From an optimization exercise on the open Yosys and OpenROAD flow, aimed at small area and a short achievable clock period; shortcuts taken in it are not production practice. Only simulation tests tie the RTL to the original design; equivalence was not proved. Power figures rest on the tool's default switching activity, not on a simulated workload.

===== flow/run.sh =====
#!/bin/bash
# synth_recipe.tcl (not shown) runs the flow's synth.tcl, then flattens the netlist and writes it again
# the make line also repeats each setting of config.mk as NAME=value (left out here)
make -C /OpenROAD-flow-scripts/flow DESIGN_CONFIG=/design/flow/config.mk WORK_HOME=/design/flow/orfs CLKGATE_MAP_FILE= SYNTH_SCRIPT=/design/flow/synth_recipe.tcl finish

===== flow/config.mk =====
export PLATFORM = sky130hd
export DESIGN_NAME = rv_dmem
export DESIGN_NICKNAME = rv_dmem
export VERILOG_FILES = /design/flow/design.v
export SDC_FILE = /design/flow/constraint.sdc
export NUM_CORES = 4
export LEC_CHECK = 0
export CAP_MARGIN = 20
export CORE_MARGIN = 2
export CORE_UTILIZATION = 60
export CTS_CLUSTER_DIAMETER = 100
export CTS_CLUSTER_SIZE = 30
export GPL_TIMING_DRIVEN = 1
export SETUP_SLACK_MARGIN = 1.6
export SLEW_MARGIN = 20
export SYNTH_HIERARCHICAL = 1
export SYNTH_MINIMUM_KEEP_SIZE = 0

===== flow/constraint.sdc =====
create_clock -name core_clock -period 3.6 [get_ports {clk_in}]
set_input_delay 0.7200 -clock core_clock [delete_from_list [all_inputs] [get_ports {clk_in}]]
set_output_delay 0.7200 -clock core_clock [all_outputs]
set_load 0.01 [all_outputs]

===== flow/design.v =====
`default_nettype none
module rv_dmem (
    input  logic        clk_in,
    input  logic        rst_in,
    input  logic [31:0] dm_addr,
    input  logic [31:0] dm_data_out,
    input  logic [3:0]  dm_wr_mask,
    input  logic        dm_wr_req,
    output logic [31:0] dm_data_in,
    output logic        dm_ready,
    output logic        err_mask,
    output logic        err_range
);
    localparam int MEM_DEPTH = 64;
    logic [5:0]  r_clr_idx;
    logic [31:0] r_mem [MEM_DEPTH];
    logic        w_in_range;
    logic        w_mask_legal;
    logic        w_mask_zero;
    logic        w_clear;
    logic        w_wr_ok;
    logic        w_rd_ok;
    logic        w_rd_ok_n;
    logic [7:0]  w_dhi;           
    logic [7:0]  w_dlo;           
    logic [3:0]  w_lane_wr;       
    logic [7:0]  w_npa [4];       
    logic [7:0]  w_npb;           
    logic [MEM_DEPTH-1:0] w_rsel;
    logic [31:0] w_wdata;
    logic [31:0] w_rdata;
    logic        w_unused;
    assign w_unused    = ^dm_addr[1:0];
    assign w_in_range  = (dm_addr[31:8] == 24'd0);
    assign w_mask_zero = (dm_wr_mask == 4'b0000);
    always_comb begin
        case (dm_wr_mask)
            4'b0001, 4'b0010, 4'b0100, 4'b1000,
            4'b0011, 4'b1100, 4'b1111: w_mask_legal = 1'b1;
            default:                   w_mask_legal = 1'b0;
        endcase
    end
    assign w_clear = ~dm_ready;
    assign w_wr_ok = ~rst_in & dm_ready & dm_wr_req & w_in_range & w_mask_legal;
    assign w_rd_ok = ~rst_in & dm_ready & ~dm_wr_req & w_in_range;
    assign w_rd_ok_n = ~w_rd_ok;
    assign w_wdata = dm_data_out & {32{dm_ready}};
    rv_dmem_g_dec3 u_dhi (.a(dm_addr[7:5]), .y(w_dhi));
    rv_dmem_g_dec3 u_dlo (.a(dm_addr[4:2]), .y(w_dlo));
    always_comb begin
        for (int l = 0; l < 4; l++)
            w_lane_wr[l] = w_wr_ok & dm_wr_mask[l];
    end
    generate
        for (genvar j = 0; j < 8; j++) begin : g_pre
            rv_dmem_g_nor2 u_npb (.a(w_clear), .b(w_dlo[j]), .y(w_npb[j]));
            for (genvar l = 0; l < 4; l++) begin : g_lane
                rv_dmem_g_aoi21 u_npa (.a0(w_dhi[j]), .a1(w_lane_wr[l]), .b(w_clear),
                                       .y(w_npa[l][j]));
            end
        end
        for (genvar i = 0; i < MEM_DEPTH; i++) begin : g_rsel
            rv_dmem_g_and2 u_rsel (.a(w_dhi[i / 8]), .b(w_dlo[i % 8]), .y(w_rsel[i]));
        end
    endgenerate
    generate
        for (genvar i = 0; i < MEM_DEPTH; i++) begin : g_word
            for (genvar l = 0; l < 4; l++) begin : g_lane
                logic w_en;
                rv_dmem_g_nor2 u_en (.a(w_npa[l][i / 8]), .b(w_npb[i % 8]), .y(w_en));
                always_ff @(posedge clk_in) begin
                    if (w_en)
                        r_mem[i][8*l +: 8] <= w_wdata[8*l +: 8];
                end
            end
        end
    endgenerate
    generate
        for (genvar b = 0; b < 32; b++) begin : g_bit
            logic [63:0] w_t_n;
            logic [15:0] w_u;
            logic [3:0]  w_v_n;
            for (genvar i = 0; i < MEM_DEPTH; i++) begin : g_t
                rv_dmem_g_nand2 u_t (.a(w_rsel[i]), .b(r_mem[i][b]), .y(w_t_n[i]));
            end
            for (genvar g = 0; g < 16; g++) begin : g_n4
                rv_dmem_g_nand4 u_u (.a(w_t_n[4*g]), .b(w_t_n[4*g+1]), .c(w_t_n[4*g+2]),
                                     .d(w_t_n[4*g+3]), .y(w_u[g]));
            end
            for (genvar g = 0; g < 4; g++) begin : g_r4
                rv_dmem_g_nor4 u_v (.a(w_u[4*g]), .b(w_u[4*g+1]), .c(w_u[4*g+2]),
                                    .d(w_u[4*g+3]), .y(w_v_n[g]));
            end
            rv_dmem_g_aoi41 u_o (.a(w_v_n), .b(w_rd_ok_n), .y(w_rdata[b]));
        end
    endgenerate
    always_ff @(posedge clk_in) begin
        if (rst_in) begin
            r_clr_idx <= '0;
            dm_ready  <= 1'b0;
            err_mask  <= 1'b0;
            err_range <= 1'b0;
        end else begin
            r_clr_idx <= r_clr_idx + 1'b1;
            if (r_clr_idx == 6'd63)
                dm_ready <= 1'b1;
            if (dm_ready) begin
                if (!w_in_range)
                    err_range <= 1'b1;
                if (dm_wr_req && !w_mask_legal && !w_mask_zero)
                    err_mask <= 1'b1;
            end
        end
    end
    always_ff @(posedge clk_in) begin
        dm_data_in <= w_rdata;
    end
endmodule
module rv_dmem_g_nand4 (
    input  logic a, b, c, d,
    output logic y
);
    assign y = ~(a & b & c & d);
endmodule
module rv_dmem_g_nand2 (
    input  logic a, b,
    output logic y
);
    assign y = ~(a & b);
endmodule
module rv_dmem_g_aoi21 (
    input  logic a0, a1, b,
    output logic y
);
    assign y = ~((a0 & a1) | b);
endmodule
module rv_dmem_g_and2 (
    input  logic a, b,
    output logic y
);
    assign y = a & b;
endmodule
module rv_dmem_g_dec3 (
    input  logic [2:0] a,
    output logic [7:0] y
);
    always_comb begin
        for (int k = 0; k < 8; k++)
            y[k] = (a == 3'(k));
    end
endmodule
module rv_dmem_g_nor4 (
    input  logic a, b, c, d,
    output logic y
);
    assign y = ~(a | b | c | d);
endmodule
module rv_dmem_g_aoi41 (
    input  logic [3:0] a,
    input  logic       b,
    output logic       y
);
    assign y = ~((&a) | b);
endmodule
module rv_dmem_g_nor2 (
    input  logic a, b,
    output logic y
);
    assign y = ~(a | b);
endmodule
`default_nettype wire

==> results.cfg, run 1 <==
[run_status]
status = complete, no violations

[floorplan]
rows = 131
die_y_um = 364
core_sq_mm = 0.128
start_util_pct = 60.7
io_pins = 106
die_w_um = 364
dieArea_sq_mm = 0.132

[routing]
antenna_left = 0
drt_iter0_drc = 6129
drcViolationCount = 0
drt_first_pass_iters = 6
routed_wl_um = 215000
via_per_inst = 6.07
wl_per_cell_um = 27.1
vias = 48100

[clock_network]
cts_tree = done
htree_levels = 3
clock_path_buffers = 3
cts_sinks = 2089
clock_latency_ns = 0.70
clk_pin_slew_ns = 0.11
clockRootBuffer = clkbuf_16
cts_buffers = 79

[yosys]
syn_inst = 5269
synth-compound-area-share_pct = 1.08
ys_seq_area_share_pct = 80.3
ys_seq_elements = 2089
yosysUniqueCellTypes = 33
ys.flop_type = edfxtp_1
synth_area_per_cell_sq_um = 14.7
synthSimpleGateAreaFrac_pct = 18.5
synth_edf_count = 2048
synth_top_area_share_pct = 79.2
syn-num-nets = 5341
synth-adder-area-share_pct = 0.0161
muxShareOfSynthArea_pct = 0.0145
synth.area.top_cells = edfxtp_1 (79%), nand2_1 (9.9%), nand4_1 (4.1%)
postSynth.asyncResetShare_pct = 0
yosys_warnings = 11
synth_top_family_by_area = simple AND/OR/NAND/NOR gates
netlist_area_sq_mm = 0.0776
yosys.area.top_type = edfxtp_1
synth-xor-area-share_pct = 0.0451

[critical_path]
end_kind = register
crit_fanout = 8
required_ns = 4.01
cp_cell_sequence = buf_6, or4_4, nor2_4, nand4b_1, buf_4, nor3_4, buf_12, a21oi_4, buf_12, nor2_4, buf_8
arrival_ns = 2.76
reg2reg_depth = 10
cp_slowest_stage_delay_ns = 0.53
critical_path_class = in -> reg
r2r_start = dm_ready
worstSetupEndpoint = r_mem[46][12]
startpoint_type = input pin
rrSetupSlack_ns = 1.43
r2r_end = r_mem[46][12]
worst_path_max_delay_cell = or4_4
startpoint = dm_addr[16]

[job]
maxCapViolCount = 0

[placed_design]
placed_cells = 7612
dp_hpwl_um = 125000
gp_congestion = 0.835
pre_cts_slack_ns = -0.0268
numPortBuffers = 103
place_area_sq_mm = 0.0856

[final_layout]
final_cells = 7933
drive_above_1_share_pct = 23.1
syn_to_final_growth_pct = 20.6
final_util_pct = 73.1
fin_area_sq_mm = 0.0936
nets = 6222
fill_cells = 8151

[global_route]
grt_max_degree = 65
grt_usage_pct = 32.1
overflow = 0
grt_pass1_wl_um = 304000
antenna_found_initial = 4
grt_pass1_vias = 45600

[sta]
fin_crit_sh_pct = 65.1
finalClockSkew_ns = 0.0188
fmax_ghz = 0.426
setup_viol = 0
worst_slew_pin_slew_ns = 0.905
maxSlewHeadroom_pct = 39.6
setup_ws_ns = 1.25
timing.hold.ws_ns = 0.445
drv_slew = 0
rsz0062_at_grt = yes
hold_viol_final = 0
layout_min_cycle_time_ns = 2.35

[pwr]
power_density_mw_per_mm2 = 404
p_leak_nw = 37.3
ir_drop_mv = 0.502

[min_path]
hold_class = reg -> reg
==> Yosys stat by module (local to each module, per instance), excerpt <==
module / times used / flops+latches / cells inside
rv_dmem_g_nor2: 264 / 0 / 1
rv_dmem_g_and2: 64 / 0 / 1
rv_dmem_g_nor4: 128 / 0 / 1
rv_dmem_g_dec3: 2 / 0 / 8
rv_dmem_g_aoi21: 32 / 0 / 1
rv_dmem_g_aoi41: 32 / 0 / 1
rv_dmem_g_nand2: 2048 / 0 / 1
==> layer usage <==
| layer | track usage (%) | vias up | part of all wire (%) | wire length [um] |
|---|---|---|---|---|
| li1 | - | 21300 | - | - |
| met1 | 44.1 | 24300 | 39 | 83400 |
| met2 | 53.2 | 2174 | 49 | 105000 |
| met3 | 5.16 | 376 | 8.5 | 18200 |
| met4 | 10.1 | 0 | 3.8 | 8140 |
| met5 | 0 | - | 0 | 0 |
==> logic make-up after synthesis <==
kind of cell               after synthesis
and+or+nand+nor                       3095
muxes                                    1
DFF                                   2089
AOI/OAI and AO/OA                       70
buffers and inverters                    9
xor gates and xnor gates                 4
adders and majority gates                1
==> metrics by stage <==
stage	power [W]	TNS (ns)
final	0.0379	0
after global routing	0.0387	0
after CTS	0.0379	0
after detailed placement	0.0271	-0.194
after global placement	0.0271	0
after floorplan	0.0269	0
==> what timing repair did <==
action / 4_1_cts / 5_1_grt
resized for setup: 871 / 307
setup endpoints to repair: 2477 / 2327
hold buffers: 0 / 0
cloned: 53 / 6
buffers inserted: 88 / 39
pin swaps: 252 / 179
==> worst max-delay path, delay by kind of cell <==
kind,cells,cell delay (ns)
buffers and inverters,5,0.81
AOI/OAI and AO/OA,1,0.09
and+or+nand+nor,5,1.07
==> state kept, by name, summed over array words and instances (netlist names) <==
name        count
err_range       1
err_mask        1
dm_ready        1
r_mem        2048
dm_data_in     32
r_clr_idx       6
==> area by class of cell <==
type	count	area, sq um	area share [%]
well taps	1729	2160	2.31
diodes	1	2.50	0.00267
clock inverters	1	16.3	0.0174
flip-flops and latches	2089	62400	66.6
clock buffers	133	2220	2.37
repair buffers	799	9480	10.1
inverters	5	31.3	0.0334
multi-input cells	3176	17300	18.5
==> cells in the final DEF, fill, tap and decap left out, drive strengths merged, types with 2 or more instances in the layout <==
master	instances
nand3	2
clkbuf	138
edfxtp	2048
nor4	132
and3b	11
or4	3
dlygate4sd2	14
bufbuf	5
a41oi	32
buf	733
dfxtp	41
nor3b	6
clkdlybuf4s15	9
nand2	2050
clkinv	2
a21oi	34
xnor2	3
nor2	274
and3	5
nor3	6
clkdlybuf4s50	33
inv	4
nand4	512
and2	96
==> report_power, final <==
part | leakage (nW) | internal (W) | switching (W)
clock network | 1.07 | 0.00430 | 0.00686
logic | 10.6 | 0.000207 | 0.000253
registers | 25.6 | 0.0262 | 0.00000179
==> cell usage after synthesis, drive strengths merged, types with 2 or more instances <==
cell,instances
nor3,6
a21oi,34
nand4,512
a41oi,32
nor2,274
nor4,132
and3b,6
nand3,2
edfxtp,2048
and3,5
nand2,2050
and2,96
inv,5
clkbuf,4
xnor2,3
dfxtp,41
or4,3
nor3b,6
==> worst min path at each step <==
stage                  from           end  slack, ns  cells after the start
3_5_place_dp   r_clr_idx[0]  r_clr_idx[0]       0.43                      1
6_report       r_clr_idx[0]  r_clr_idx[0]       0.44                      1
2_1_floorplan  r_clr_idx[0]  r_clr_idx[0]       0.41                      1
4_1_cts        r_clr_idx[0]  r_clr_idx[0]       0.45                      1
5_1_grt        r_clr_idx[0]  r_clr_idx[0]       0.48                      1
3_3_place_gp   r_clr_idx[0]  r_clr_idx[0]       0.43                      1
==> inputs of run 2 (changes only) <==
--- a/flow/design.v
+++ b/flow/design.v
@@ -13,6 +13,7 @@
 );
     localparam int MEM_DEPTH = 64;
     logic [5:0]  r_clr_idx;
+    logic        r_clear;         
     logic [31:0] r_mem [MEM_DEPTH];
     logic        w_in_range;
     logic        w_mask_legal;
@@ -31,7 +32,19 @@
     logic [31:0] w_rdata;
     logic        w_unused;
     assign w_unused    = ^dm_addr[1:0];
-    assign w_in_range  = (dm_addr[31:8] == 24'd0);
+    logic [5:0] w_z4;             
+    logic [1:0] w_hi_n;           
+    generate
+        for (genvar g = 0; g < 6; g++) begin : g_z4
+            rv_dmem_g_nor4 u_z (.a(dm_addr[8+4*g]), .b(dm_addr[9+4*g]), .c(dm_addr[10+4*g]),
+                                .d(dm_addr[11+4*g]), .y(w_z4[g]));
+        end
+        for (genvar h = 0; h < 2; h++) begin : g_hi
+            rv_dmem_g_nand3 u_h (.a(w_z4[3*h]), .b(w_z4[3*h+1]), .c(w_z4[3*h+2]),
+                                 .y(w_hi_n[h]));
+        end
+    endgenerate
+    rv_dmem_g_nor2 u_in_range (.a(w_hi_n[0]), .b(w_hi_n[1]), .y(w_in_range));
     assign w_mask_zero = (dm_wr_mask == 4'b0000);
     always_comb begin
         case (dm_wr_mask)
@@ -40,11 +53,17 @@
             default:                   w_mask_legal = 1'b0;
         endcase
     end
-    assign w_clear = ~dm_ready;
-    assign w_wr_ok = ~rst_in & dm_ready & dm_wr_req & w_in_range & w_mask_legal;
-    assign w_rd_ok = ~rst_in & dm_ready & ~dm_wr_req & w_in_range;
+    assign w_clear = r_clear;
+    assign w_wr_ok = ~rst_in & ~r_clear & dm_wr_req & w_mask_legal;
+    assign w_rd_ok = ~rst_in & ~r_clear & ~dm_wr_req & w_in_range;
     assign w_rd_ok_n = ~w_rd_ok;
-    assign w_wdata = dm_data_out & {32{dm_ready}};
+    logic w_run;                  
+    assign w_run = ~r_clear;
+    generate
+        for (genvar b = 0; b < 32; b++) begin : g_wd
+            rv_dmem_g_and2 u_wd (.a(dm_data_out[b]), .b(w_run), .y(w_wdata[b]));
+        end
+    endgenerate
     rv_dmem_g_dec3 u_dhi (.a(dm_addr[7:5]), .y(w_dhi));
     rv_dmem_g_dec3 u_dlo (.a(dm_addr[4:2]), .y(w_dlo));
     always_comb begin
@@ -53,7 +72,7 @@
     end
     generate
         for (genvar j = 0; j < 8; j++) begin : g_pre
-            rv_dmem_g_nor2 u_npb (.a(w_clear), .b(w_dlo[j]), .y(w_npb[j]));
+            rv_dmem_g_aoi21 u_npb (.a0(w_dlo[j]), .a1(w_in_range), .b(w_clear), .y(w_npb[j]));
             for (genvar l = 0; l < 4; l++) begin : g_lane
                 rv_dmem_g_aoi21 u_npa (.a0(w_dhi[j]), .a1(w_lane_wr[l]), .b(w_clear),
                                        .y(w_npa[l][j]));
@@ -97,14 +116,17 @@
     always_ff @(posedge clk_in) begin
         if (rst_in) begin
             r_clr_idx <= '0;
+            r_clear   <= 1'b1;
             dm_ready  <= 1'b0;
             err_mask  <= 1'b0;
             err_range <= 1'b0;
         end else begin
             r_clr_idx <= r_clr_idx + 1'b1;
-            if (r_clr_idx == 6'd63)
+            if (r_clr_idx == 6'd63) begin
+                r_clear  <= 1'b0;
                 dm_ready <= 1'b1;
-            if (dm_ready) begin
+            end
+            if (!r_clear) begin
                 if (!w_in_range)
                     err_range <= 1'b1;
                 if (dm_wr_req && !w_mask_legal && !w_mask_zero)
@@ -162,6 +184,12 @@
 );
     assign y = ~((&a) | b);
 endmodule
+module rv_dmem_g_nand3 (
+    input  logic a, b, c,
+    output logic y
+);
+    assign y = ~(a & b & c);
+endmodule
 module rv_dmem_g_nor2 (
     input  logic a, b,
     output logic y
==> results.cfg, run 2 <==
[routing]
routed_wl_um = 209000
antenna_left = 0
drt_iter0_drc = 5191
via_per_inst = 5.95
drt_first_pass_iters = 5
vias = 46500
wl_per_cell_um = 26.7
drcViolationCount = 0

[global_route]
overflow = 0
grt_pass1_vias = 43400
antenna_found_initial = 2
grt_max_degree = 65
grt_pass1_wl_um = 296000
grt_usage_pct = 31.3

[yosys]
yosys_warnings = 11
synth.area.top_cells = edfxtp_1 (79%), nand2_1 (9.9%), nand4_1 (4.1%)
ys_seq_elements = 2090
yosysMostFrequentCell = nand2_1
netlist_area_sq_mm = 0.0777
synth_top_area_share_pct = 79.1
yosys.area.top_type = edfxtp_1
postSynth.asyncResetShare_pct = 0
ys_seq_area_share_pct = 80.2
ys.flop_type = edfxtp_1
yosysUniqueCellTypes = 30
synth_common_cells = nand2_1 (2049), edfxtp_1 (2048), nand4_1 (513)
synth_area_per_cell_sq_um = 14.8
synth_edf_count = 2048
syn-num-nets = 5342
syn_inst = 5270

[sta]
finalSetupTns_ns = 0
drv_slew = 0
setup_viol = 0
finalClockSkew_ns = 0.0170
worst_slew_pin_slew_ns = 0.669
rsz0062_at_grt = yes
hold_viol_final = 0
layout_min_cycle_time_ns = 2.12
maxSlewHeadroom_pct = 55.4
fin_crit_sh_pct = 58.9
fmax_ghz = 0.472

[critical_path]
startpoint_type = input pin
cp_slowest_stage_delay_ns = 0.33
cp_cell_sequence = buf_12, buf_8, buf_12, nor3b_4, buf_6, buf_6, and2_4, buf_12, nand2_1, nand4_1, nor4_2, buf_4, a41oi_4
worst_path_max_delay_cell = nor3b_4
critical_path_class = in -> reg
crit_fanout = 16
reg2reg_depth = 9
arrival_ns = 2.74
end_kind = register
worst_path_most_repeated_cell = buf_12
required_ns = 4.22

[min_path]
min_path_cells = 1
hold_class = reg -> reg

[final_layout]
reg_top3 = r_mem: 2048 flops, dm_data_in: 32 flops, r_clr_idx: 6 flops
fin_area_sq_mm = 0.0912
fill_cells = 8685
multiInputGateArea_sq_mm = 0.0170
final_cell_mix = nand2_1 (2048), edfxtp_1 (2048), nand4_1 (513), buf_4 (345), nor2_1 (152)
seq_area_sq_mm = 0.0624
drive_above_1_share_pct = 18.9
largest_register_ffs = 2048
nets = 6094
top_register = r_mem
syn_to_final_growth_pct = 17.3

[floorplan]
die_y_um = 364
core_sq_mm = 0.129
io_pins = 106
start_util_pct = 60.3
rows = 132
die_w_um = 364
dieArea_sq_mm = 0.132

[pwr]
p_leak_nw = 35.8
power_w = 0.0378
ir_drop_mv = 0.437
power_density_mw_per_mm2 = 415

[clock_network]
clk_pin_slew_ns = 0.11
cts_hold_buf = 0
cts_tree = done
cts_buffers = 79
clock_latency_ns = 0.72
cts_sinks = 2090
htree_levels = 3
clock_path_buffers = 3
clockRootBuffer = clkbuf_16

[run_status]
status = complete, no violations

[placed_design]
gp_congestion = 0.806
place_area_sq_mm = 0.0853
numPortBuffers = 103
dp_hpwl_um = 127000

[job]
maxCapViolCount = 0
## run 2: final cells by class
| type | instances | area share, % |
|---|---|---|
| flip-flops and latches | 2090 | 68.4 |
| multi-input cells | 3180 | 18.6 |
| repair buffers | 668 | 8.05 |
| clock buffers | 135 | 2.44 |
| well taps | 1742 | 2.39 |
| clock inverters | 1 | 0.0123 |
| inverters | 2 | 0.0123 |
| diodes | 4 | 0.0110 |
| repair inverters | 1 | 0.00823 |
## run 2: logic make-up after synthesis
family / after synthesis / synth area share [%]
adders and majority gates: 1 / 0.0161
AOI/OAI and AO/OA: 81 / 1.19
xor gates and xnor gates: 3 / 0.0338
DFF: 2090 / 80.2
and+or+nand+nor: 3092 / 18.5
buffers and inverters: 3 / 0.0161
## run 2: per-module statistics from Yosys, one instance, submodules excluded, excerpt
module	times used	flops+latches	cells	area (sq um)
rv_dmem	1	2090	2133	62600
rv_dmem_g_and2	96	0	1	6.26
rv_dmem_g_aoi21	40	0	1	8.76
rv_dmem_g_aoi41	32	0	1	16.3
rv_dmem_g_nand2	2048	0	1	3.75
rv_dmem_g_nand3	2	0	1	5.00
rv_dmem_g_nand4	512	0	1	6.26
rv_dmem_g_nor2	257	0	1	3.75
rv_dmem_g_nor4	134	0	1	12.5
## run 2: path summary, 6_finish.rpt
check                        to        from  slack, ns
setup / recovery  dm_data_in[3]  dm_addr[7]       1.48
hold / removal         dm_ready    dm_ready       0.45
setup reg to reg  r_mem[14][22]     r_clear       1.57
hold reg to reg        dm_ready    dm_ready       0.45
## run 2: metal layers
layer,part of all wire (%),up-vias,track usage [%]
met2,47,1860,48.7
met3,8.9,265,6.22
li1,-,21000,-
met1,41,23400,45.4
met4,2.9,0,9.33
met5,0,-,0
## run 2: critical path: cells and delay by family
family,cells,cell delay (ns)
buffers and inverters,7,1.01
and+or+nand+nor,5,0.76
AOI/OAI and AO/OA,1,0.22
## run 2: what timing repair did
item	CTS	global route
gates resized for setup	613	133
setup endpoints to repair	4163	1327
pin swaps	98	87
cloned	34	7
buffers inserted	72	27
## run 2: power by group
group | switching (W) | internal (W) | total, W
registers | 0.00000256 | 0.0262 | 0.0262
logic | 0.000218 | 0.000155 | 0.000373
clock network | 0.00689 | 0.00431 | 0.0112
## run 2: stage by stage
stage	setup slack [ns]	util, %	hold slack [ns]	std cells
floorplan	0.613	-	0.429	5270
global placement	0.218	66.2	0.434	7543
detailed placement	0.156	66.2	0.443	7543
CTS	1.54	70.0	0.455	7785
global route	1.48	70.7	0.481	7821
finish	1.48	70.7	0.455	7823
==> inputs of run 3 (changes only) <==
--- a/flow/design.v
+++ b/flow/design.v
@@ -54,7 +54,7 @@
         endcase
     end
     assign w_clear = r_clear;
-    assign w_wr_ok = ~rst_in & ~r_clear & dm_wr_req & w_mask_legal;
+    assign w_wr_ok = ~rst_in & dm_wr_req & w_mask_legal;
     assign w_rd_ok = ~rst_in & ~r_clear & ~dm_wr_req & w_in_range;
     assign w_rd_ok_n = ~w_rd_ok;
     logic w_run;                  
==> results.cfg, run 3 <==
[sta]
finalClockSkew_ns = 0.0215
setup_viol = 0
fmax_ghz = 0.477
timing.hold.ws_ns = 0.466
maxSlewHeadroom_pct = 39.0
layout_min_cycle_time_ns = 2.10
fin_crit_sh_pct = 58.2
rsz0062_at_grt = yes
finalSetupTns_ns = 0
hold_viol_final = 0
worst_slew_pin_slew_ns = 0.916
drv_slew = 0

[final_layout]
top_register = r_mem
syn_to_final_growth_pct = 17.3
reg_top3 = r_mem: 2048 flops, dm_data_in: 32 flops, r_clr_idx: 6 flops
drive_above_1_share_pct = 20.1
final_cells = 7882
nets = 6167
mostFrequentLayoutCell = edfxtp_1
final_cell_mix = edfxtp_1 (2048), nand2_1 (2025), nand4_1 (513), buf_4 (388), nor2_1 (178)
largest_register_ffs = 2048

[yosys]
ys_seq_area_share_pct = 80.2
ys.flop_type = edfxtp_1
netlist_area_sq_mm = 0.0777
syn-num-nets = 5344
yosysMostFrequentCell = nand2_1
yosysUniqueCellTypes = 29
syn_inst = 5272
synth_common_cells = nand2_1 (2053), edfxtp_1 (2048), nand4_1 (513)
synth_area_per_cell_sq_um = 14.7
postSynth.asyncResetShare_pct = 0
synth_edf_count = 2048
yosys_warnings = 11
synth.area.top_cells = edfxtp_1 (79%), nand2_1 (9.9%), nand4_1 (4.1%)
synth_top_area_share_pct = 79.1
yosys.area.top_type = edfxtp_1
ys_seq_elements = 2090

[placed_design]
placed_cells = 7639
dp_hpwl_um = 131000
gp_congestion = 0.836
numPortBuffers = 103

[critical_path]
reg2reg_depth = 5
cp_slowest_stage_delay_ns = 0.29
required_ns = 4.19
crit_fanout = 8
cp_cell_sequence = buf_6, buf_8, buf_8, buf_12, and3b_2, and2_4, buf_12, nand2_2, nand4_1, nor4_2, buf_4, a41oi_2
rrSetupSlack_ns = 1.62
startpoint_type = input pin
r2r_start = r_clear
worst_path_max_delay_cell = nor4_2
startpoint = dm_addr[5]
end_kind = register
r2r_end = r_mem[9][8]
critical_path_class = in -> reg
arrival_ns = 2.69
worstSetupEndpoint = dm_data_in[22]

[pwr]
power_density_mw_per_mm2 = 416
switchingPower_w = 0.00717
power_w = 0.0379
p_sw_share_pct = 18.9
p_leak_nw = 35.9
pwr-share-comb_pct = 1.1
p_int_w = 0.0307
power_frac_clock_pct = 29.7
ir_drop_mv = 0.424
p_seq_share_pct = 69.2

[global_route]
grt_pass1_vias = 44100
overflow = 0
grt_usage_pct = 32.2
grt_pass1_wl_um = 302000
grt_max_degree = 65
antenna_found_initial = 2

[floorplan]
start_util_pct = 60.3
io_pins = 106
die_y_um = 364
core_sq_mm = 0.129
rows = 132
die_w_um = 364
dieArea_sq_mm = 0.132

[routing]
via_per_inst = 5.98
wl_per_cell_um = 27.2
drt_first_pass_iters = 6
vias = 47100
routed_wl_um = 215000
drt_iter0_drc = 5477
antenna_left = 0
drcViolationCount = 0

[clock_network]
clk_pin_slew_ns = 0.11
cts_tree = done
cts_hold_buf = 0
clock_path_buffers = 3
clock_latency_ns = 0.72
htree_levels = 3
cts_buffers = 79
clockRootBuffer = clkbuf_16
cts_sinks = 2090

[min_path]
hold_class = reg -> reg

[job]
maxCapViolCount = 0

[run_status]
status = complete, no violations
-- run 3: cell types whose count changed in the layout (fill, tap and decap cells not counted), sizes merged, moves of 3 or more --
cell and change:
a21oi +5, and2 +4, and3 -3, buf +60, clkbuf -8, dlygate4sd2 -3, inv +3, nand2 +4
o21ai -4
-- run 3: per-layer routing --
layer | track usage, % | wire (um) | up-vias
li1 | - | - | 21200
met1 | 46.1 | 84600 | 23600
met2 | 53.2 | 105000 | 2078
met3 | 3.74 | 18100 | 275
met4 | 8.73 | 6590 | 2
met5 | 0 | 176 | -
-- run 3: worst min-delay path by stage --
stage                 start      endpoint  slack, ns  cells after the start
3_3_place_gp   r_clr_idx[0]  r_clr_idx[0]       0.44                      1
3_5_place_dp   r_clr_idx[0]  r_clr_idx[0]       0.45                      1
6_report       r_clr_idx[0]  r_clr_idx[0]       0.47                      1
4_1_cts        r_clr_idx[0]  r_clr_idx[0]       0.47                      1
5_1_grt        r_clr_idx[0]  r_clr_idx[0]       0.49                      1
2_1_floorplan  r_clr_idx[0]  r_clr_idx[0]       0.43                      1
-- run 3: per-module statistics from Yosys (local to each module, per instance) --
module | flops+latches | area, sq um | cells inside
rv_dmem_g_nor4 | 0 | 12.5 | 1
rv_dmem_g_nor2 | 0 | 3.75 | 1
rv_dmem_g_nand2 | 0 | 3.75 | 1
rv_dmem_g_and2 | 0 | 6.26 | 1
rv_dmem_g_aoi41 | 0 | 16.3 | 1
rv_dmem_g_dec3 | 0 | 65.1 | 8
rv_dmem_g_aoi21 | 0 | 8.76 | 1
rv_dmem | 2090 | 62600 | 2135
rv_dmem_g_nand4 | 0 | 6.26 | 1
rv_dmem_g_nand3 | 0 | 5.00 | 1
-- run 3: final cells by class --
class	instances	area (sq um)
repair buffers	734	7750
diodes	3	7.51
inverters	2	11.3
fillers	8727	37800
clock buffers	119	2210
clock inverters	4	37.5
well taps	1742	2180
repair inverters	1	7.51
multi-input cells	3187	16600
flip-flops and latches	2090	62400
-- run 3: repair_timing --
action                                  in CTS  in global routing
endpoints found under the setup margin    4163               2104
gates cloned                                29                  6
buffers inserted                            57                 25
endpoints found under the hold margin        0                  0
pin swaps                                  112                109
resized for setup                          513                262
-- run 3: logic make-up after synthesis --
group                      after synthesis  share of synthesized area, %
AOI/OAI and AO/OA                       81                          1.19
xor gates and xnor gates                 3                        0.0338
adders and majority gates                1                        0.0161
buffers and inverters                    3                        0.0145
DFF                                   2090                          80.2
and+or+nand+nor                       3094                          18.6
-- run 3: power groups by stage --
stage / combinational, W / sequential, W / clock (W)
final: 0.000404 / 0.0262 / 0.0113
after global placement: 0.000287 / 0.0268 / 0
after CTS: 0.000365 / 0.0262 / 0.0114
after global routing: 0.000415 / 0.0262 / 0.0121
after detailed placement: 0.000290 / 0.0268 / 0
after floorplan: 0.0000816 / 0.0268 / 0
-- run 3: worst max-delay path, delay by kind of cell --
kind / cells / cell delay, ns
AO/OA/AOI/OAI: 1 / 0.08
AND/OR/NAND/NOR: 5 / 1.01
buffers and inverters: 6 / 0.85
-- run 3: through the flow --
step                      worst slack (ns)  utilization [%]  area (sq um)
after floorplan                      0.977                -         77900
after global placement               0.116             66.4         85700
after detailed placement             0.119             66.5         85700
after CTS                             1.53             69.8         90000
after global routing                  1.49             70.7         91200
final                                 1.50             70.7         91200
==> inputs of run 4 (changes only) <==
--- a/flow/config.mk
+++ b/flow/config.mk
@@ -8,8 +8,8 @@
 export CAP_MARGIN = 20
 export CORE_MARGIN = 2
 export CORE_UTILIZATION = 60
-export CTS_CLUSTER_DIAMETER = 100
-export CTS_CLUSTER_SIZE = 30
+export CTS_CLUSTER_DIAMETER = 80
+export CTS_CLUSTER_SIZE = 24
 export GPL_TIMING_DRIVEN = 1
 export SETUP_SLACK_MARGIN = 1.6
 export SLEW_MARGIN = 20
==> results.cfg, run 4 <==
[min_path]
hold_end = r_clr_idx[0]
hold_class = reg -> reg
hold_path.startpoint = r_clr_idx[0]
min_path_cells = 1

[final_layout]
final_cells = 7896
final_cell_mix = nand2_1 (2050), edfxtp_1 (2048), nand4_1 (513), buf_4 (466), nor2_1 (235)
top_register = r_mem
fill_cells = 8828
reg_top3 = r_mem: 2048 flops, dm_data_in: 32 flops, r_clr_idx: 6 flops
syn_to_final_growth_pct = 16.7
mostFrequentLayoutCell = nand2_1
drive_above_1_share_pct = 18.7
largest_register_ffs = 2048
nets = 6167

[job]
maxCapViolCount = 0

[floorplan]
core_sq_mm = 0.129
rows = 132
start_util_pct = 60.3
dieArea_sq_mm = 0.132
io_pins = 106
die_y_um = 364
die_w_um = 364

[yosys]
yosys.area.top_type = edfxtp_1
synth_area_per_cell_sq_um = 14.7
synth_top_area_share_pct = 79.1
synth_edf_count = 2048
yosysMostFrequentCell = nand2_1
postSynth.asyncResetShare_pct = 0
syn-num-nets = 5344
synth.area.top_cells = edfxtp_1 (79%), nand2_1 (9.9%), nand4_1 (4.1%)
synth_common_cells = nand2_1 (2053), edfxtp_1 (2048), nand4_1 (513)
yosysUniqueCellTypes = 29
syn_inst = 5272
ys.flop_type = edfxtp_1
yosys_warnings = 11
ys_seq_elements = 2090
ys_seq_area_share_pct = 80.2
netlist_area_sq_mm = 0.0777

[pwr]
pwr-share-comb_pct = 1.0
p_sw_share_pct = 18.8
p_leak_nw = 35.8
switchingPower_w = 0.00737
p_int_w = 0.0320
ir_drop_mv = 0.518
p_seq_share_pct = 66.7
power_frac_clock_pct = 32.3
power_density_mw_per_mm2 = 433
power_w = 0.0393

[global_route]
grt_usage_pct = 32.1
grt_pass1_vias = 44400
antenna_found_initial = 0
grt_pass1_wl_um = 301000
overflow = 0
grt_max_degree = 65

[critical_path]
startpoint = dm_addr[11]
r2r_end = r_mem[58][25]
arrival_ns = 2.46
startpoint_type = input pin
crit_fanout = 10
end_kind = register
rrSetupSlack_ns = 1.61
required_ns = 4.04
critical_path_class = in -> reg
r2r_start = r_clear
reg2reg_depth = 4

[clock_network]
clock_latency_ns = 0.73
cts_tree = done
clk_pin_slew_ns = 0.09
cts_sinks = 2090
clockRootBuffer = clkbuf_16
htree_levels = 3
cts_buffers = 98
clock_path_buffers = 3
cts_hold_buf = 0

[routing]
drt_iter0_drc = 5079
routed_wl_um = 213000
drt_first_pass_iters = 5
antenna_left = 0
wl_per_cell_um = 26.9
vias = 47000
drcViolationCount = 0
via_per_inst = 5.96

[sta]
fin_crit_sh_pct = 56.1
drv_slew = 0
hold_viol_final = 0
fmax_ghz = 0.495
finalSetupTns_ns = 0
setup_viol = 0
rsz0062_at_grt = yes
worst_slew_pin_slew_ns = 0.903
finalClockSkew_ns = 0.0251
layout_min_cycle_time_ns = 2.02
maxSlewHeadroom_pct = 39.8

[placed_design]
gp_congestion = 0.836
placed_cells = 7639
dp_hpwl_um = 131000
numPortBuffers = 103

[run_status]
status = complete, no violations
-- run 4: routing by layer --
metal / up-vias / share of wire, % / GRT usage [%]
li1: 21200 / - / -
met1: 23600 / 40 / 45.9
met2: 1995 / 49 / 52.5
met3: 258 / 8.2 / 4.00
met4: 0 / 3.1 / 9.17
met5: - / 0 / 0
-- run 4: timing repair --
| item | CTS | global route |
|---|---|---|
| gates resized for setup | 457 | 116 |
| gates cloned | 22 | 5 |
| setup buffers | 58 | 13 |
| setup endpoints to repair | 4163 | 1418 |
| pin swaps | 67 | 44 |
-- run 4: cell type report --
| type | instances | area [sq um] | area share, % |
|---|---|---|---|
| sequential | 2090 | 62400 | 68.8 |
| multi-input combinational | 3188 | 16200 | 17.8 |
| clock inverter | 9 | 135 | 0.149 |
| inverter | 2 | 11.3 | 0.0124 |
| timing repair inverter | 1 | 7.51 | 0.00827 |
| clock buffer | 147 | 2760 | 3.05 |
| antenna | 3 | 7.51 | 0.00827 |
| tap | 1742 | 2180 | 2.40 |
| timing repair buffer | 714 | 7030 | 7.75 |
-- run 4: critical path: stages --
cell	delay (ns)
clkdlybuf4s15_1	0.17
nor4_2	0.23
nand3_2	0.12
nor2_4	0.12
buf_12	0.15
buf_12	0.15
a21oi_4	0.08
buf_12	0.18
buf_12	0.17
nor2_1	0.16
buf_6	0.17
-- run 4: power by group through the flow --
stage / clock [W] / combinational [W] / sequential [W]
2_1_floorplan: 0 / 0.0000816 / 0.0268
3_3_place_gp: 0 / 0.000287 / 0.0268
3_5_place_dp: 0 / 0.000290 / 0.0268
4_1_cts: 0.0129 / 0.000346 / 0.0262
5_1_grt: 0.0137 / 0.000392 / 0.0262
6_report: 0.0127 / 0.000379 / 0.0262
-- run 4: stage by stage --
stage          setup WS (ns)  area, sq um  utilization [%]  hold WS (ns)
3_5_place_dp           0.119        85700             66.5         0.447
2_1_floorplan          0.977        77900                -         0.429
4_1_cts                 1.59        90100             69.8         0.468
3_3_place_gp           0.116        85700             66.4         0.438
6_report                1.58        90700             70.3         0.464
5_1_grt                 1.54        90700             70.3         0.489
-- run 4: how the worst max path moves through the flow --
stage / to / cells after the start
detailed placement: dm_data_in[31] / 8
global route: r_mem[44][23] / 4
global placement: r_mem[42][6] / 7
finish: r_mem[39][22] / 11
floorplan: r_mem[10][16] / 4
CTS: dm_data_in[26] / 1
-- run 4: Yosys stat by module, one instance, submodules excluded --
module | times used | flip-flops and latches | cells
rv_dmem | 1 | 2090 | 2135
rv_dmem_g_dec3 | 2 | 0 | 8
rv_dmem_g_aoi41 | 32 | 0 | 1
rv_dmem_g_nor4 | 134 | 0 | 1
rv_dmem_g_aoi21 | 40 | 0 | 1
rv_dmem_g_and2 | 96 | 0 | 1
rv_dmem_g_nand4 | 512 | 0 | 1
rv_dmem_g_nand3 | 2 | 0 | 1
rv_dmem_g_nand2 | 2048 | 0 | 1
rv_dmem_g_nor2 | 257 | 0 | 1
-- run 4: cells by family after synthesis --
kind of cell               count (synthesis)  synth area share, %
DFF                                     2090                 80.2
adders and majority gates                  1               0.0161
AOI/OAI and AO/OA                         81                 1.19
xor gates and xnor gates                   3               0.0338
and+or+nand+nor                         3094                 18.6
buffers and inverters                      3               0.0145
==> inputs of run 5 (changes only) <==
--- a/flow/config.mk
+++ b/flow/config.mk
@@ -8,8 +8,8 @@
 export CAP_MARGIN = 20
 export CORE_MARGIN = 2
 export CORE_UTILIZATION = 60
-export CTS_CLUSTER_DIAMETER = 80
-export CTS_CLUSTER_SIZE = 24
+export CTS_CLUSTER_DIAMETER = 70
+export CTS_CLUSTER_SIZE = 20
 export GPL_TIMING_DRIVEN = 1
 export SETUP_SLACK_MARGIN = 1.6
 export SLEW_MARGIN = 20
==> results.cfg, run 5 <==
[yosys]
ys.flop_type = edfxtp_1
synth-compound-area-share_pct = 1.19
yosys.area.top_type = edfxtp_1
muxShareOfSynthArea_pct = 0
synth-adder-area-share_pct = 0.0161
netlist_area_sq_mm = 0.0777
ys_seq_area_share_pct = 80.2
synth_top_area_share_pct = 79.1
synth.area.top_cells = edfxtp_1 (79%), nand2_1 (9.9%), nand4_1 (4.1%)
yosysUniqueCellTypes = 29
postSynth.asyncResetShare_pct = 0
synth_common_cells = nand2_1 (2053), edfxtp_1 (2048), nand4_1 (513)
ys_seq_elements = 2090
synthSimpleGateAreaFrac_pct = 18.6
syn-num-nets = 5344
synth-xor-area-share_pct = 0.0338
synth_top_family_by_area = simple AND/OR/NAND/NOR gates
syn_inst = 5272
synth_edf_count = 2048
yosys_warnings = 11
yosysMostFrequentCell = nand2_1
synth_area_per_cell_sq_um = 14.7

[routing]
routed_wl_um = 216000
drt_iter0_drc = 5413
drcViolationCount = 0
drt_first_pass_iters = 5
wl_per_cell_um = 27.3
antenna_left = 0
via_per_inst = 6.00
vias = 47600

[sta]
rsz0062_at_grt = yes
finalClockSkew_ns = 0.0285
drv_slew = 0
worst_slew_pin_slew_ns = 0.903
setup_viol = 0
fmax_ghz = 0.486
setup_ws_ns = 1.54
fin_crit_sh_pct = 57.2
finalSetupTns_ns = 0
maxSlewHeadroom_pct = 39.8
layout_min_cycle_time_ns = 2.06
hold_viol_final = 0

[pwr]
power_density_mw_per_mm2 = 438
switchingPower_w = 0.00768
p_sw_share_pct = 18.9
pwr-share-comb_pct = 0.9
power_frac_clock_pct = 34.6
p_leak_nw = 36.7
p_seq_share_pct = 64.5
p_int_w = 0.0330
ir_drop_mv = 0.483

[final_layout]
fill_cells = 8508
reg_top3 = r_mem: 2048 flops, dm_data_in: 32 flops, r_clr_idx: 6 flops
final_cell_mix = nand2_1 (2053), edfxtp_1 (2048), nand4_1 (513), buf_4 (318), buf_6 (194)
mostFrequentLayoutCell = nand2_1
syn_to_final_growth_pct = 19.6
drive_above_1_share_pct = 20.4
largest_register_ffs = 2048
top_register = r_mem
nets = 6183

[min_path]
hold_class = reg -> reg
hold_path.startpoint = r_clr_idx[0]
hold_end = r_clr_idx[0]
min_path_cells = 1

[clock_network]
clock_latency_ns = 0.76
clockRootBuffer = clkbuf_16
clk_pin_slew_ns = 0.08
cts_buffers = 118
htree_levels = 3
cts_sinks = 2090
clock_path_buffers = 3
cts_tree = done

[critical_path]
crit_fanout = 8
end_kind = register
startpoint_type = input pin
rrSetupSlack_ns = 1.64
r2r_start = r_clear
reg2reg_depth = 5
critical_path_class = in -> reg
required_ns = 4.06
arrival_ns = 2.52
r2r_end = r_mem[15][31]

[placed_design]
numPortBuffers = 103
gp_congestion = 0.836
pre_cts_slack_ns = 0.119
dp_hpwl_um = 131000

[floorplan]
rows = 132
start_util_pct = 60.3
core_sq_mm = 0.129
die_y_um = 364
io_pins = 106
dieArea_sq_mm = 0.132
die_w_um = 364

[global_route]
grt_max_degree = 65
grt_pass1_wl_um = 306000
antenna_found_initial = 1
grt_usage_pct = 32.6
overflow = 0
grt_pass1_vias = 45000

[job]
maxCapViolCount = 0

[run_status]
status = complete, no violations
## run 5: timing repair
item / CTS / global route
hold endpoints to repair: 0 / 0
pin swaps: 116 / 114
setup endpoints to repair: 4163 / 2201
resized for setup: 588 / 338
hold buffers: 0 / 0
gates cloned: 35 / 3
buffers inserted: 48 / 8
## run 5: final cells by class
cell class / count / area (sq um) / share of cell area (%)
Antenna cell: 1 / 2.50 / 0.00269
Tap cell: 1742 / 2180 / 2.34
Sequential cell: 2090 / 62400 / 67.1
Inverter: 2 / 11.3 / 0.0121
Clock inverter: 17 / 203 / 0.218
Multi-Input combinational cell: 3188 / 17000 / 18.3
Clock buffer: 192 / 3330 / 3.59
Timing Repair Buffer: 710 / 7780 / 8.37
Timing Repair inverter: 1 / 7.51 / 0.00808
## run 5: power by group through the flow
stage	combinational [W]	clock [W]	sequential [W]
after floorplan	0.0000816	0	0.0268
after global placement	0.000287	0	0.0268
after detailed placement	0.000290	0	0.0268
after CTS	0.000352	0.0143	0.0262
after global routing	0.000382	0.0151	0.0262
final	0.000371	0.0141	0.0262
## run 5: how the worst max path moves through the flow
| stage | start | end | slack (ns) | depth (start not counted) |
|---|---|---|---|---|
| final | dm_addr[21] | r_mem[50][3] | 1.54 | 12 |
| after global routing | rst_in | r_mem[24][18] | 1.50 | 8 |
| after CTS | dm_addr[10] | r_mem[27][24] | 1.54 | 12 |
| after detailed placement | dm_addr[6] | dm_data_in[31] | 0.12 | 8 |
| after global placement | dm_addr[3] | r_mem[42][6] | 0.12 | 7 |
| after floorplan | dm_wr_mask[0] | r_mem[10][16] | 0.98 | 4 |
## run 5: logic make-up (layout without fill, tap and decap cells)
logic type | Yosys count | after routing
AND/OR/NAND/NOR | 3094 | 3103
flip-flops | 2090 | 2090
AO/OA/AOI/OAI | 81 | 81
XOR/XNOR | 3 | 3
buffers and inverters | 3 | 922
adder cells (fa/ha/maj) | 1 | 1
other | 0 | 1
## run 5: critical path: stages
cell and delay, ns:
buf_6 0.09, nor4_2 0.26, nand3_1 0.16, nor2_4 0.13, buf_12 0.14, buf_4 0.12
buf_4 0.11, a21oi_4 0.06, clkbuf_16 0.20, buf_12 0.18, nor2_1 0.11, buf_4 0.19
## run 5: modules after synthesis, one instance, submodules excluded
module | cells | copies in the design | cell area, sq um | flip-flops and latches
rv_dmem_g_nand2 | 1 | 2048 | 3.75 | 0
rv_dmem_g_and2 | 1 | 96 | 6.26 | 0
rv_dmem | 2135 | 1 | 62600 | 2090
rv_dmem_g_nor4 | 1 | 134 | 12.5 | 0
rv_dmem_g_nand3 | 1 | 2 | 5.00 | 0
rv_dmem_g_dec3 | 8 | 2 | 65.1 | 0
rv_dmem_g_aoi21 | 1 | 40 | 8.76 | 0
rv_dmem_g_nor2 | 1 | 257 | 3.75 | 0
rv_dmem_g_nand4 | 1 | 512 | 6.26 | 0
rv_dmem_g_aoi41 | 1 | 32 | 16.3 | 0
## run 5: per-layer routing
layer  share of wire (%)  wire length (um)  GRT usage, %  vias up
li1                    -                 -             -    21200
met1                  39             84900          46.5    24000
met3                 8.8             19100          4.01      289
met2                  49            106000          53.2     2136
met4                 3.1              6650          10.0        0
met5                   0                 0         0.763        -
## run 5: stage by stage
step	hold slack (ns)	instance area (sq um)	cells	total power [W]	util, %
2_1_floorplan	0.429	77900	5272	0.0269	-
3_3_place_gp	0.438	85700	7638	0.0271	66.4
3_5_place_dp	0.447	85700	7639	0.0271	66.5
4_1_cts	0.466	91600	7931	0.0408	71.0
5_1_grt	0.485	92900	7942	0.0417	72.1
6_report	0.462	93000	7943	0.0407	72.1
==> inputs of run 6 (changes only) <==
--- a/flow/config.mk
+++ b/flow/config.mk
@@ -7,9 +7,9 @@
 export LEC_CHECK = 0
 export CAP_MARGIN = 20
 export CORE_MARGIN = 2
-export CORE_UTILIZATION = 60
-export CTS_CLUSTER_DIAMETER = 70
-export CTS_CLUSTER_SIZE = 20
+export CORE_UTILIZATION = 57
+export CTS_CLUSTER_DIAMETER = 80
+export CTS_CLUSTER_SIZE = 24
 export GPL_TIMING_DRIVEN = 1
 export SETUP_SLACK_MARGIN = 1.6
 export SLEW_MARGIN = 20
==> results.cfg, run 6 <==
[pwr]
ir_drop_mv = 0.535
p_leak_nw = 36.0
power_density_mw_per_mm2 = 432

[sta]
finalClockSkew_ns = 0.0144
layout_min_cycle_time_ns = 2.07
worst_slew_pin_slew_ns = 0.796
rsz0062_at_grt = yes
fmax_ghz = 0.484
fin_crit_sh_pct = 57.4
maxSlewHeadroom_pct = 47.0
setup_viol = 0
drv_slew = 0
hold_viol_final = 0

[clock_network]
clock_path_buffers = 3
clock_latency_ns = 0.73
cts_buffers = 100
cts_hold_buf = 0
cts_sinks = 2090
clk_pin_slew_ns = 0.09
clockRootBuffer = clkbuf_16
htree_levels = 3
cts_tree = done

[floorplan]
core_sq_mm = 0.135
io_pins = 106
rows = 135
start_util_pct = 57.4
die_w_um = 373
dieArea_sq_mm = 0.139
die_y_um = 373

[routing]
drt_first_pass_iters = 5
antenna_left = 0
vias = 46900
drcViolationCount = 0
drt_iter0_drc = 4836
routed_wl_um = 211000
via_per_inst = 5.91
wl_per_cell_um = 26.5

[final_layout]
final_cells = 7946
nets = 6166
drive_above_1_share_pct = 20.1
reg_top3 = r_mem: 2048 flops, dm_data_in: 32 flops, r_clr_idx: 6 flops
largest_register_ffs = 2048
syn_to_final_growth_pct = 17.7
fin_area_sq_mm = 0.0915
final_cell_mix = nand2_1 (2050), edfxtp_1 (2048), nand4_1 (513), buf_4 (419), nor2_1 (172)
mostFrequentLayoutCell = nand2_1
top_register = r_mem

[yosys]
netlist_area_sq_mm = 0.0777
ys_seq_area_share_pct = 80.2
ys.flop_type = edfxtp_1
syn_inst = 5272
synth_common_cells = nand2_1 (2053), edfxtp_1 (2048), nand4_1 (513)
syn-num-nets = 5344
synth_top_area_share_pct = 79.1
yosysUniqueCellTypes = 29
synth_area_per_cell_sq_um = 14.7
synth_edf_count = 2048
yosysMostFrequentCell = nand2_1
yosys.area.top_type = edfxtp_1
synth.area.top_cells = edfxtp_1 (79%), nand2_1 (9.9%), nand4_1 (4.1%)
postSynth.asyncResetShare_pct = 0
yosys_warnings = 11
ys_seq_elements = 2090

[critical_path]
startpoint_type = input pin
worst_path_max_delay_cell = nor4_4
cp_slowest_stage_delay_ns = 0.28
required_ns = 4.05
critical_path_class = in -> reg
crit_buf_inv = 7
crit_fanout = 6
worst_path_most_repeated_cell = buf_12
critPathTopFamily = buffers and inverters
cp_cell_sequence = buf_2, nor4_4, nand3_2, nor2_4, buf_12, buf_12, buf_4, a21oi_4, buf_12, clkbuf_16, nor2_1, buf_4
arrival_ns = 2.52
end_kind = register

[placed_design]
place_area_sq_mm = 0.0857
gp_congestion = 0.826
placed_cells = 7681
numPortBuffers = 103
dp_hpwl_um = 133000

[min_path]
hold_class = reg -> reg

[global_route]
grt_pass1_wl_um = 302000
overflow = 0
grt_max_degree = 65
antenna_found_initial = 2
grt_pass1_vias = 44200
grt_usage_pct = 29.8

[run_status]
status = complete, no violations

[job]
maxCapViolCount = 0
run 6: final timing paths:
kind                     start             to  slack [ns]  depth (start not counted)
setup / recovery   dm_addr[14]  r_mem[56][11]        1.53                         12
hold / removal    r_clr_idx[0]   r_clr_idx[0]        0.47                          1
setup reg to reg       r_clear  r_mem[62][21]        1.67                          5
hold reg to reg   r_clr_idx[0]   r_clr_idx[0]        0.47                          1
run 6: cells by family (layout without fill, tap and decap cells):
logic type                 after synthesis  in the layout  share of synthesized area, %
other                                    0              2                             0
AOI/OAI and AO/OA                       81             81                          1.19
xor gates and xnor gates                 3              3                        0.0338
buffers and inverters                    3            886                        0.0145
and+or+nand+nor                       3094           3102                          18.6
DFF                                   2090           2090                          80.2
adders and majority gates                1              1                        0.0161
run 6: Yosys stat by module, one instance, submodules excluded:
module / cells inside / flops+latches
rv_dmem_g_nand3: 1 / 0
rv_dmem_g_dec3: 8 / 0
rv_dmem_g_aoi21: 1 / 0
rv_dmem_g_nor2: 1 / 0
rv_dmem_g_nor4: 1 / 0
rv_dmem_g_and2: 1 / 0
rv_dmem: 2135 / 2090
rv_dmem_g_aoi41: 1 / 0
rv_dmem_g_nand4: 1 / 0
rv_dmem_g_nand2: 1 / 0
run 6: layout make-up:
cell class	instances	area, sq um
multi-input combinational	3187	16700
antenna	2	5.00
timing repair buffer	713	7150
sequential	2090	62400
clock buffer	152	2780
clock inverter	19	211
inverter	2	11.3
tap	1781	2230
fill	9587	44000
run 6: through the flow:
stage,hold WS [ns],power [W],TNS [ns],setup slack [ns],utilization (%)
finish,0.468,0.0395,0,1.53,67.5
global route,0.503,0.0405,0,1.52,67.5
CTS,0.472,0.0397,0,1.55,66.8
detailed placement,0.453,0.0271,-11.33,-0.0981,63.3
global placement,0.439,0.0271,-6.78,-0.0726,63.3
floorplan,0.429,0.0269,0,0.977,-
run 6: repair_timing:
action	CTS	global route
setup endpoints to repair	3920	1727
hold endpoints to repair	0	0
gates resized for setup	578	160
cloned	18	7
setup buffers	47	20
pin swaps	86	41
run 6: power breakdown:
group | internal, W | leakage [nW] | switching, W
clock network | 0.00557 | 1.44 | 0.00733
registers | 0.0262 | 25.6 | 0.00000260
logic | 0.000134 | 8.94 | 0.000216
run 6: per-layer routing:
metal	wire length [um]	GRT usage (%)
met5	0	0.343
met4	4600	6.63
met3	17500	5.15
met2	101000	48.1
met1	87400	43.2
==> inputs of run 7 (changes only) <==
--- a/flow/design.v
+++ b/flow/design.v
@@ -68,11 +68,11 @@
     rv_dmem_g_dec3 u_dlo (.a(dm_addr[4:2]), .y(w_dlo));
     always_comb begin
         for (int l = 0; l < 4; l++)
-            w_lane_wr[l] = w_wr_ok & dm_wr_mask[l];
+            w_lane_wr[l] = w_wr_ok & dm_wr_mask[l] & w_z4[3] & w_z4[4] & w_z4[5];
     end
     generate
         for (genvar j = 0; j < 8; j++) begin : g_pre
-            rv_dmem_g_aoi21 u_npb (.a0(w_dlo[j]), .a1(w_in_range), .b(w_clear), .y(w_npb[j]));
+            rv_dmem_g_aoi41 u_npb (.a({w_dlo[j], w_z4[2:0]}), .b(w_clear), .y(w_npb[j]));
             for (genvar l = 0; l < 4; l++) begin : g_lane
                 rv_dmem_g_aoi21 u_npa (.a0(w_dhi[j]), .a1(w_lane_wr[l]), .b(w_clear),
                                        .y(w_npa[l][j]));
--- a/flow/config.mk
+++ b/flow/config.mk
@@ -7,7 +7,7 @@
 export LEC_CHECK = 0
 export CAP_MARGIN = 20
 export CORE_MARGIN = 2
-export CORE_UTILIZATION = 57
+export CORE_UTILIZATION = 60
 export CTS_CLUSTER_DIAMETER = 80
 export CTS_CLUSTER_SIZE = 24
 export GPL_TIMING_DRIVEN = 1
==> results.cfg, run 7 <==
[yosys]
netlist_area_sq_mm = 0.0778
synth_edf_count = 2048
syn_inst = 5271
yosys_warnings = 11
yosysUniqueCellTypes = 29
yosysMostFrequentCell = nand2_1
synth_area_per_cell_sq_um = 14.8
yosys.area.top_type = edfxtp_1
syn-num-nets = 5343
ys_seq_area_share_pct = 80.1
synth_top_area_share_pct = 79.0
synth_common_cells = nand2_1 (2049), edfxtp_1 (2048), nand4_1 (513)
ys.flop_type = edfxtp_1
postSynth.asyncResetShare_pct = 0
ys_seq_elements = 2090
synth.area.top_cells = edfxtp_1 (79%), nand2_1 (9.9%), nand4_1 (4.1%)

[pwr]
switchingPower_w = 0.00754
p_leak_nw = 36.7
p_sw_share_pct = 19.0
power_w = 0.0397
ir_drop_mv = 0.455
p_int_w = 0.0321
pwr-share-comb_pct = 1.0
power_density_mw_per_mm2 = 426
p_seq_share_pct = 66.1
power_frac_clock_pct = 32.9

[global_route]
grt_usage_pct = 30.8
met2_usage_pct = 48.6
grt_busiest_layer = met2
grt_max_degree = 65
use_met3_pct = 4.67
grt_pass1_vias = 43600
overflow = 0
grt_pass1_wl_um = 294000
globalRouteMet1Util_pct = 46.2
antenna_found_initial = 2

[min_path]
hold_class = reg -> reg

[floorplan]
io_pins = 106
die_y_um = 364
die_w_um = 364
rows = 132
start_util_pct = 60.2
dieArea_sq_mm = 0.133
core_sq_mm = 0.129

[final_layout]
antenna-diode-count = 0
reg_top3 = r_mem: 2048 flops, dm_data_in: 32 flops, r_clr_idx: 6 flops
syn_to_final_growth_pct = 19.7
top_register = r_mem
final_cell_mix = edfxtp_1 (2048), nand2_1 (2038), nand4_1 (513), buf_4 (316), buf_6 (222)
nets = 6205
fill_cells = 8533
largest_register_ffs = 2048
drive_above_1_share_pct = 21.9
mostFrequentLayoutCell = edfxtp_1

[sta]
maxSlewHeadroom_pct = 47.5
worst_slew_pin_slew_ns = 0.788
hold_viol_final = 0
rsz0062_at_grt = yes
finalSetupTns_ns = 0
setup_viol = 0
finalClockSkew_ns = 0.0204
drv_slew = 0
fin_crit_sh_pct = 58.1
fmax_ghz = 0.478
setup_ws_ns = 1.51
layout_min_cycle_time_ns = 2.09

[critical_path]
arrival_ns = 2.69
crit_buf_inv = 6
end_kind = register
startpoint_type = input pin
critical_path_class = in -> reg
critPathTopFamily = simple AND/OR/NAND/NOR gates
cp_slowest_stage_delay_ns = 0.30
worst_path_max_delay_cell = and3b_2
required_ns = 4.19
crit_fanout = 7
cp_cell_sequence = buf_6, buf_12, and3b_2, buf_6, and2_4, buf_12, clkbuf_16, nand2_4, nand4_1, nor4_2, buf_4, a41oi_2

[placed_design]
numPortBuffers = 103
gp_congestion = 0.825
dp_hpwl_um = 127000
pre_cts_slack_ns = 0.109

[run_status]
status = complete, no violations

[routing]
vias = 47700
wl_per_cell_um = 26.6
drt_first_pass_iters = 6
antenna_left = 0
drcViolationCount = 0
via_per_inst = 5.99
routed_wl_um = 212000
drt_iter0_drc = 5751

[job]
maxCapViolCount = 0

[clock_network]
clockRootBuffer = clkbuf_16
clock_path_buffers = 3
cts_tree = done
cts_buffers = 100
cts_sinks = 2090
htree_levels = 3
clock_latency_ns = 0.74
clk_pin_slew_ns = 0.09
cts_hold_buf = 0
[run 7: cell types whose count changed in the layout (fill, tap and decap cells not counted), moves of 13 or more]
cell / before / now
clkbuf_16: 108 / 121
buf_12: 77 / 98
clkbuf_1: 47 / 67
buf_6: 113 / 222
nor2_2: 54 / 132
nor2_1: 172 / 90
buf_4: 419 / 316
[run 7: what timing repair did]
action	CTS	global route
cloned	16	21
pin swaps	67	124
setup buffers	59	33
endpoints found under the setup margin	3346	2136
resized for setup	544	431
[run 7: logic make-up (layout without fill, tap and decap cells)]
family,after synthesis,count (layout),share of synthesized area [%]
fa+ha+maj,1,1,0.0161
buf+inv,3,943,0.0145
xor+xnor,3,3,0.0338
simple gates,3092,3098,18.5
flops,2090,2090,80.1
compound gates,82,82,1.27
[run 7: power by group through the flow]
stage / combinational (W) / clock, W / sequential, W
detailed placement: 0.000288 / 0 / 0.0268
global route: 0.000411 / 0.0140 / 0.0262
finish: 0.000401 / 0.0130 / 0.0262
global placement: 0.000285 / 0 / 0.0268
CTS: 0.000337 / 0.0132 / 0.0262
floorplan: 0.0000821 / 0 / 0.0268
[run 7: per-stage QoR]
stage	instances	cell area [sq um]	hold WS (ns)	utilization (%)
final	7959	93200	0.451	72.1
after global routing	7959	93200	0.494	72.1
after CTS	7905	90900	0.457	70.4
after detailed placement	7644	86000	0.448	66.6
after global placement	7644	86000	0.438	66.6
after floorplan	5271	78000	0.429	-
[run 7: modules after synthesis, one instance, submodules excluded, excerpt]
module           cells inside  copies in the design
rv_dmem                  2134                     1
rv_dmem_g_and2              1                    96
rv_dmem_g_aoi21             1                    32
rv_dmem_g_aoi41             1                    40
rv_dmem_g_dec3              8                     2
rv_dmem_g_nand3             1                     2
rv_dmem_g_nand4             1                   512
rv_dmem_g_nor2              1                   257
rv_dmem_g_nor4              1                   134
[run 7: worst paths after layout]
| check | from | to | slack (ns) | cells past startpoint |
|---|---|---|---|---|
| setup reg to reg | r_clear | r_mem[24][23] | 1.59 | 6 |
| hold / removal | dm_ready | dm_ready | 0.45 | 2 |
| setup / recovery | dm_addr[5] | dm_data_in[25] | 1.51 | 12 |
| hold reg to reg | dm_ready | dm_ready | 0.45 | 2 |
[run 7: layer usage]
layer	vias up	wire length (um)
li1	21300	-
met4	0	4040
met3	198	19400
met2	2104	102000
met5	-	0
met1	24100	86100
[run 7: cell type report]
cell class / count / area [sq um] / share of cell area, %
flip-flops and latches: 2090 / 62400 / 67.0
clock inverters: 14 / 195 / 0.210
inverters: 2 / 12.5 / 0.0134
multi-input cells: 3184 / 17100 / 18.3
repair buffers: 755 / 8430 / 9.05
well taps: 1742 / 2180 / 2.34
clock buffers: 172 / 2870 / 3.08
[run 7: worst reg2reg max path, stage by stage, from the launching register on]
cell,delay [ns]
dfxtp_4,0.42
buf_16,0.20
a41oi_4,0.49
buf_12,0.19
buf_16,0.22
nor2_4,0.09
buf_4,0.17

-- afterwards: timing with drivers on the ports --
The results above use ideal ports. As a check the final layouts listed here were re-extracted and re-timed, cells and wires unchanged. Step 1, drivers: a clkbuf_16 drives clk_in and a buf_2 each remaining input, both assumed. Step 2 moves the port delays by t, midway between the first and last clock arrival at a register: inputs arrive t later, outputs are due t later. That takes back most of the time a late clock gives input paths. Slacks: ideal / step 1 / step 2; pairs: ideal / step 1.
run | t (ns) | setup WS [ns] | worst setup path at the end | slew at the worst register clock pin (ns)
run 1 | 0.770 | 1.255 / 1.302 / 0.532 | input to register | 0.12 / 0.12
run 2 | 0.781 | 1.479 / 1.505 / 0.724 | input to register | 0.12 / 0.12
run 3 | 0.794 | 1.504 / 1.532 / 0.738 | input to register | 0.12 / 0.12
run 4 | 0.802 | 1.580 / 1.551 / 0.749 | input to register | 0.10 / 0.10
run 5 | 0.822 | 1.541 / 1.540 / 0.764 | input to register | 0.09 / 0.09
run 6 | 0.812 | 1.534 / 1.512 / 0.767 | input to register | 0.10 / 0.10
run 7 | 0.812 | 1.509 / 1.531 / 0.740 | input to register | 0.10 / 0.10
After both steps every run listed still meets setup and hold. For run 4, which loses most, drivers alone change the setup slack by -0.029 ns; drivers and shift together by -0.831 ns.
